Context: an optimization exercise on an open-source flow, tuned for small area, a short achievable clock period and few clock cycles per item. The choices shown serve that exercise and are no tape-out recipe.
RTL that was checked went through simulation tests only; none was proved equivalent to the original.

==> inputs of v38 <==
==> flow/design.v <==
module pattern_encoder #(
    parameter int INDEX_WIDTH = 32,
    parameter int ADDR_WIDTH  = 48,
    parameter int DATA_WIDTH  = 64
) (
    input  logic                   clk,
    input  logic                   rst,
    input  logic                   start,
    input  logic [ADDR_WIDTH-1:0]  start_addr,
    input  logic                   index_push,
    input  logic [INDEX_WIDTH-1:0] row,
    input  logic [INDEX_WIDTH-1:0] col,
    output logic                   index_stall,
    input  logic                   finish,
    output logic                   wr_req,
    input  logic                   wr_stall,
    output logic [ADDR_WIDTH-1:0]  wr_addr,
    output logic [DATA_WIDTH-1:0]  wr_data,
    output logic                   done,
    output logic [ADDR_WIDTH-1:0]  word_count
);
    localparam int IW = INDEX_WIDTH;
    localparam int VW = IW + 1;              
    localparam int LW = 6;                   
    localparam int CW = 2 * (1 + LW) + IW + VW;    
    localparam int BW = DATA_WIDTH - 1 + CW;       
    localparam int FW = 8;                   
    function automatic logic [LW-1:0] bitlen(input logic [VW-1:0] v);
        logic [LW-1:0] n;
        n = '0;
        for (int i = 0; i < VW; i++)
            if (v[i]) n = LW'(i + 1);
        bitlen = n;
    endfunction
    function automatic logic [LW-1:0] codelen(input logic [VW-1:0] v);
        logic [LW-1:0] n;
        n = LW'(7);
        for (int i = 0; i < VW; i++)
            if (v[i]) n = LW'(i + 8);
        codelen = n;
    endfunction
    logic          active_q;      
    logic          first_q;       
    logic [IW-1:0] lrow_q, lcol_q;    
    logic          s0_v_q, s0_f_q, s0_hr_q;    
    logic [IW-1:0] s0_vr_q;
    logic [VW-1:0] s0_vc_q;
    logic          s1_v_q, s1_end_q;
    logic [CW-1:0] s1_code_q;
    logic [6:0]    s1_len_q;
    logic [BW-1:0]         buf_q;
    logic [FW-1:0]         fill_q;       
    logic                  fl_q;         
    logic                  wr_req_q, done_q;
    logic [ADDR_WIDTH-1:0] addr_q, cnt_q;
    logic room, pack, adv1, adv0, take_pair;
    assign room  = fill_q[7:6] == 2'b00;
    assign pack  = s1_v_q && room;
    assign adv1  = !s1_v_q || room;
    assign adv0  = !(s0_v_q || s0_f_q) || adv1;
    assign index_stall = s0_v_q && !adv1;
    assign take_pair   = index_push && !index_stall;
    logic          ru;
    logic [IW-1:0] vr;
    logic [VW-1:0] vc;
    assign ru = row != lrow_q;
    assign vr = row - lrow_q;
    assign vc = (ru || first_q) ? {1'b0, col} + VW'(1)
                                : {1'b0, col - lcol_q};
    logic          hasrow;
    logic [LW-1:0] wr, wc, sa;
    logic [6:0]    lc;
    logic [CW-1:0] code;
    assign hasrow = s0_hr_q;
    assign wr     = bitlen({1'b0, s0_vr_q});
    assign wc     = bitlen(s0_vc_q);
    assign sa     = hasrow ? codelen({1'b0, s0_vr_q}) : '0;
    assign lc     = s0_v_q ? 7'(codelen(s0_vc_q)) : '0;
    assign code   = CW'({s0_vr_q, wr, hasrow})
                  | (CW'({s0_vc_q, wc, 1'b0}) << sa);
    logic [FW-1:0] hp, h;
    logic          full, fl, wr_next, done_next;
    logic [FW-1:0] fill_next;
    logic [BW-1:0] base, app;
    assign hp        = FW'(fill_q[5:0]) + FW'(s1_len_q);
    assign h         = pack ? hp : fill_q;
    assign full      = pack ? (hp[7:6] != 2'b00) : !room;
    assign fl        = fl_q || (pack && s1_end_q);
    assign wr_next   = !wr_stall && (full || fl);
    assign done_next = wr_next && fl && (h <= FW'(DATA_WIDTH));
    assign fill_next = !wr_next ? h : full ? {1'b0, h[7], h[5:0]} : '0;
    assign base      = wr_req_q ? (buf_q >> DATA_WIDTH)
                     : (fill_q != '0) ? buf_q : '0;
    assign app       = pack ? (BW'(s1_code_q) << fill_q[5:0]) : '0;
    always_ff @(posedge clk or posedge rst) begin
        if (rst) begin
            active_q <= 1'b0;
            first_q  <= 1'b0;
            s0_v_q   <= 1'b0;
            s0_f_q   <= 1'b0;
            s1_v_q   <= 1'b0;
            s1_end_q <= 1'b0;
            fill_q   <= '0;
            fl_q     <= 1'b0;
            wr_req_q <= 1'b0;
            done_q   <= 1'b0;
            cnt_q    <= '0;
        end else begin
            if (start) begin
                active_q <= 1'b1;
                first_q  <= 1'b1;
                cnt_q    <= '0;
            end else begin
                if (done_next) active_q <= 1'b0;
                if (take_pair) first_q  <= 1'b0;
                if (wr_next)   cnt_q    <= cnt_q + ADDR_WIDTH'(1);
            end
            if (adv0) begin
                s0_v_q <= index_push;
                s0_f_q <= finish || (s0_v_q && s0_f_q);
            end
            if (adv1) begin
                s1_v_q   <= s0_v_q || s0_f_q;
                s1_end_q <= !s0_v_q && s0_f_q;
            end
            fill_q   <= fill_next;
            fl_q     <= fl && !done_next;
            wr_req_q <= wr_next;
            done_q   <= done_next;
        end
    end
    always_ff @(posedge clk) begin
        if (start) begin
            lrow_q <= '0;
        end else if (take_pair) begin
            lrow_q <= row;
        end
        if (take_pair) lcol_q <= col;
        if (adv0) begin
            s0_hr_q <= index_push ? ru : (finish || (s0_v_q && s0_f_q));
            s0_vr_q <= index_push ? vr : '0;
            s0_vc_q <= index_push ? vc : '0;
        end
        if (adv1) begin
            s1_code_q <= code;
            s1_len_q  <= 7'(sa) + lc;
        end
        buf_q <= base | app;
        if (start)         addr_q <= start_addr;
        else if (wr_req_q) addr_q <= addr_q + ADDR_WIDTH'(DATA_WIDTH / 8);
    end
    assign wr_req     = wr_req_q;
    assign wr_addr    = addr_q;
    assign wr_data    = buf_q[DATA_WIDTH-1:0];
    assign done       = done_q;
    assign word_count = cnt_q;
endmodule
==> flow/flow/run.sh <==
#!/bin/bash
export BUFFER_PORTS_ARGS="-buffer_cell sky130_fd_sc_hd__buf_2"
bash standard.sh > standard.log 2>&1
==> flow/standard.sh <==
#!/bin/bash
# synth_recipe.tcl (not shown) runs the flow's synth.tcl, then flattens the netlist and writes it again
# the make line also repeats each setting of config.mk as NAME=value (left out here)
make -C /OpenROAD-flow-scripts/flow DESIGN_CONFIG=/design/flow/config.mk WORK_HOME=/design/flow/orfs CLKGATE_MAP_FILE= SYNTH_SCRIPT=/design/flow/synth_recipe.tcl "${@:-finish}"
==> flow/config.mk <==
export PLATFORM = sky130hd
export DESIGN_NAME = pattern_encoder
export DESIGN_NICKNAME = pattern_encoder
export VERILOG_FILES = /design/flow/design.v
export SDC_FILE = /design/flow/constraint.sdc
export NUM_CORES = 4
export LEC_CHECK = 0
export CAP_MARGIN = 20
export CORE_MARGIN = 2
export CORE_UTILIZATION = 55
export PLACE_DENSITY = 0.65
export SETUP_SLACK_MARGIN = 3.65
export SLEW_MARGIN = 20
==> flow/constraint.sdc <==
create_clock -name core_clock -period 7.0 [get_ports {clk}]
set_input_delay 1.4000 -clock core_clock [delete_from_list [all_inputs] [get_ports {clk}]]
set_output_delay 1.4000 -clock core_clock [all_outputs]
set_load 0.01 [all_outputs]
==> inputs of v2, as changes to v38 <==
==> flow/design.v, changed modules only <==
module pattern_encoder #(
    parameter int INDEX_WIDTH = 32,
    parameter int ADDR_WIDTH  = 48,
    parameter int DATA_WIDTH  = 64
) (
    input  logic                   clk,
    input  logic                   rst,
    input  logic                   start,
    input  logic [ADDR_WIDTH-1:0]  start_addr,
    input  logic                   index_push,
    input  logic [INDEX_WIDTH-1:0] row,
    input  logic [INDEX_WIDTH-1:0] col,
    output logic                   index_stall,
    input  logic                   finish,
    output logic                   wr_req,
    input  logic                   wr_stall,
    output logic [ADDR_WIDTH-1:0]  wr_addr,
    output logic [DATA_WIDTH-1:0]  wr_data,
    output logic                   done,
    output logic [ADDR_WIDTH-1:0]  word_count
);
    localparam int IW = INDEX_WIDTH;
    localparam int VW = IW + 1;              
    localparam int LW = 6;                   
    localparam int CW = 1 + LW + VW;         
    localparam int BW = DATA_WIDTH - 1 + CW;       
    localparam int FW = 7;                   
    localparam int HW2 = IW / 2;             
    localparam int KR = 10;                  
    localparam int KC = CW - 2 * (1 + LW) - KR;    
    function automatic logic [LW-1:0] bitlen(input logic [VW-1:0] v);
        logic [LW-1:0] n;
        n = '0;
        for (int i = 0; i < VW; i++)
            if (v[i]) n = LW'(i + 1);
        bitlen = n;
    endfunction
    function automatic logic [3:0] msb(input logic [KR-1:0] v);
        logic [3:0] n;
        n = '0;
        for (int i = 0; i < KR; i++)
            if (v[i]) n = 4'(i);
        msb = n;
    endfunction
    function automatic logic [LW-1:0] codelen(input logic [VW-1:0] v);
        logic [LW-1:0] n;
        n = LW'(7);
        for (int i = 0; i < VW; i++)
            if (v[i]) n = LW'(i + 8);
        codelen = n;
    endfunction
    logic          active_q;      
    logic          first_q;       
    logic [IW-1:0] lrow_q, lcol_q;    
    logic          s0_v_q, s0_f_q;    
    logic          s0_hr_q;           
    logic          s0_rd_q;           
    logic          s0_sh_q;           
    logic [HW2-1:0] s0_vrl_q, s0_vrh_q, s0_vcl_q, s0_vch_q;
    logic           s0_vrb_q;         
    logic           s0_vck_q;         
    logic           s0_vcm_q;         
    logic          s1_v_q, s1_end_q;
    logic [CW-1:0] s1_code_q;
    logic [LW-1:0] s1_len_q;
    logic [BW-1:0]         buf_q;
    logic [FW-1:0]         fill_q;       
    logic                  fl_q;         
    logic                  wr_req_q, done_q;
    logic [ADDR_WIDTH-1:0] addr_q, cnt_q;
    logic room, pack, adv1, rowc, s0_last, adv0, take_pair;
    assign room    = !fill_q[6];
    assign pack    = s1_v_q && room;
    assign adv1    = !s1_v_q || room;
    assign rowc    = s0_v_q && s0_hr_q && !s0_rd_q && !s0_sh_q;  
    assign s0_last = adv1 && !rowc;
    assign adv0    = !(s0_v_q || s0_f_q) || s0_last;
    assign index_stall = s0_v_q && !s0_last;
    assign take_pair   = index_push && !index_stall;
    logic          ru, sh;
    logic [HW2:0]   vrl, vca, vcs;
    logic [HW2-1:0] vrh, vcsh;
    logic           vcm;
    assign ru = row != lrow_q;
    assign sh = (row[IW-1:KR] == lrow_q[IW-1:KR]) && (col[IW-1:KC-1] == '0);
    assign vrl  = {1'b0, row[HW2-1:0]} - {1'b0, lrow_q[HW2-1:0]};
    assign vrh  = row[IW-1:HW2] - lrow_q[IW-1:HW2];
    assign vcm  = ru || first_q;
    assign vca  = {1'b0, col[HW2-1:0]} + (HW2+1)'(1);
    assign vcs  = {1'b0, col[HW2-1:0]} - {1'b0, lcol_q[HW2-1:0]};
    assign vcsh = col[IW-1:HW2] - lcol_q[IW-1:HW2];
    logic [IW-1:0] s0_vr_q;           
    logic [VW-1:0] s0_vc_q;           
    logic [LW-1:0] wr, wc;
    assign s0_vr_q = {s0_vrh_q - HW2'(s0_vrb_q), s0_vrl_q};
    assign s0_vc_q = {s0_vcm_q ? {1'b0, s0_vch_q} + (HW2+1)'(s0_vck_q)
                               : {1'b0, s0_vch_q - HW2'(s0_vck_q)},
                      s0_vcl_q};
    logic [CW-1:0] code, both;
    logic [LW-1:0] wrs, wcs;
    logic [LW-1:0] len;
    assign wr   = bitlen({1'b0, s0_vr_q});
    assign wc   = bitlen(s0_vc_q);
    assign wrs  = bitlen(VW'(s0_vr_q[KR-1:0]));
    assign wcs  = bitlen(VW'(s0_vc_q[KC-1:0]));
    assign both = CW'({s0_vr_q[KR-1:0], wrs, 1'b1})
                | (CW'({s0_vc_q[KC-1:0], wcs, 1'b0, 8'b0})
                   << msb(s0_vr_q[KR-1:0]));
    assign code = !s0_v_q              ? CW'(1)
                : rowc                 ? CW'({s0_vr_q, wr, 1'b1})
                : s0_hr_q && !s0_rd_q  ? both
                :                        {s0_vc_q, wc, 1'b0};
    assign len  = !s0_v_q              ? LW'(7)
                : rowc                 ? codelen({1'b0, s0_vr_q})
                : s0_hr_q && !s0_rd_q  ? codelen(VW'(s0_vr_q[KR-1:0]))
                                         + codelen(VW'(s0_vc_q[KC-1:0]))
                :                        codelen(s0_vc_q);
    logic [FW-1:0] hp, h;
    logic          full, fl, wr_next, done_next;
    logic [FW-1:0] fill_next;
    logic [BW-1:0] base, app;
    assign hp        = FW'(fill_q[5:0]) + FW'(s1_len_q);
    assign h         = pack ? hp : fill_q;
    assign full      = h[6];
    assign fl        = fl_q || (pack && s1_end_q);
    assign wr_next   = !wr_stall && (full || fl);
    assign done_next = wr_next && fl && (h <= FW'(DATA_WIDTH));
    assign fill_next = !wr_next ? h : full ? {1'b0, h[5:0]} : '0;
    assign base      = wr_req_q ? (buf_q >> DATA_WIDTH)
                     : (fill_q != '0) ? buf_q : '0;
    assign app       = pack ? (BW'(s1_code_q) << fill_q[5:0]) : '0;
    always_ff @(posedge clk or posedge rst) begin
        if (rst) begin
            active_q <= 1'b0;
            first_q  <= 1'b0;
            s0_v_q   <= 1'b0;
            s0_f_q   <= 1'b0;
            s0_rd_q  <= 1'b0;
            s1_v_q   <= 1'b0;
            s1_end_q <= 1'b0;
            fill_q   <= '0;
            fl_q     <= 1'b0;
            wr_req_q <= 1'b0;
            done_q   <= 1'b0;
            cnt_q    <= '0;
        end else begin
            if (start) begin
                active_q <= 1'b1;
                first_q  <= 1'b1;
                cnt_q    <= '0;
            end else begin
                if (done_next) active_q <= 1'b0;
                if (take_pair) first_q <= 1'b0;
                if (wr_next)   cnt_q    <= cnt_q + ADDR_WIDTH'(1);
            end
            if (adv0) begin
                s0_v_q  <= index_push;
                s0_f_q  <= finish || (s0_v_q && s0_f_q);
                s0_rd_q <= 1'b0;
            end else if (adv1 && rowc) begin
                s0_rd_q <= 1'b1;
            end
            if (adv1) begin
                s1_v_q   <= s0_v_q || s0_f_q;
                s1_end_q <= !s0_v_q && s0_f_q;
            end
            fill_q   <= fill_next;
            fl_q     <= fl && !done_next;
            wr_req_q <= wr_next;
            done_q   <= done_next;
        end
    end
    always_ff @(posedge clk) begin
        if (take_pair) begin
            s0_vrl_q <= vrl[HW2-1:0];
            s0_vrb_q <= vrl[HW2];
            s0_vrh_q <= vrh;
            s0_vcm_q <= vcm;
            s0_vcl_q <= vcm ? vca[HW2-1:0] : vcs[HW2-1:0];
            s0_vck_q <= vcm ? vca[HW2]     : vcs[HW2];
            s0_vch_q <= vcm ? col[IW-1:HW2] : vcsh;
            s0_hr_q <= ru;
            s0_sh_q <= sh;
        end
        if (start) begin
            lrow_q <= '0;
        end else if (take_pair) begin
            lrow_q <= row;
        end
        if (take_pair) lcol_q <= col;
        if (adv1) begin
            s1_code_q <= code;
            s1_len_q  <= len;
        end
        buf_q <= base | app;
        if (start)         addr_q <= start_addr;
        else if (wr_req_q) addr_q <= addr_q + ADDR_WIDTH'(DATA_WIDTH / 8);
    end
    assign wr_req     = wr_req_q;
    assign wr_addr    = addr_q;
    assign wr_data    = buf_q[DATA_WIDTH-1:0];
    assign done       = done_q;
    assign word_count = cnt_q;
endmodule
CORE_UTILIZATION = 60   (was 55)
PLACE_DENSITY = 0.7   (was 0.65)
SETUP_SLACK_MARGIN = 3.5   (was 3.65)
==> notes.md <==
v38 finished clean. v2 produced a clean layout.
Routed wire length: v38 is larger than v2 (57%).
In v38 the sequential share of layout area is lower than in v2, by 5.1 points.
Of v2 and v38, v2 has the higher worst setup slack (gap 0.21 ns).
Testbench counts of v38, summed over its fixed seeds: cycles 16,003, items 14,352.
The RTL of v2 was laid out without a check of its function.

==> what the ideal ports hide <==
In the flow no input, the clock included, has a driving cell. The finished layouts below were timed again as built, in two steps. Step 1 assumes that a clkbuf_16 drives the clock port and a buf_2 every other input. Step 2 times the ports against the registers' clock, not the clock port: input delays grow and output delays shrink by t, the midpoint of the rising clock arrivals with the driver on. a / b / c = no drivers / after step 1 / after step 2; a / b = the first two.
| run | t, ns | setup slack, ns | hold slack, ns |
|---|---|---|---|
| v38 | 0.681 | 3.352 / 3.352 / 2.818 | 0.453 / 0.453 / 0.453 |
| v2 | 0.640 | 3.566 / 3.566 / 2.971 | 0.438 / 0.438 / 0.438 |
After both steps setup and hold are still met in every run listed. The setup slack of v2, which loses most, moves by 0.000 ns with the drivers and by -0.595 ns with both steps.
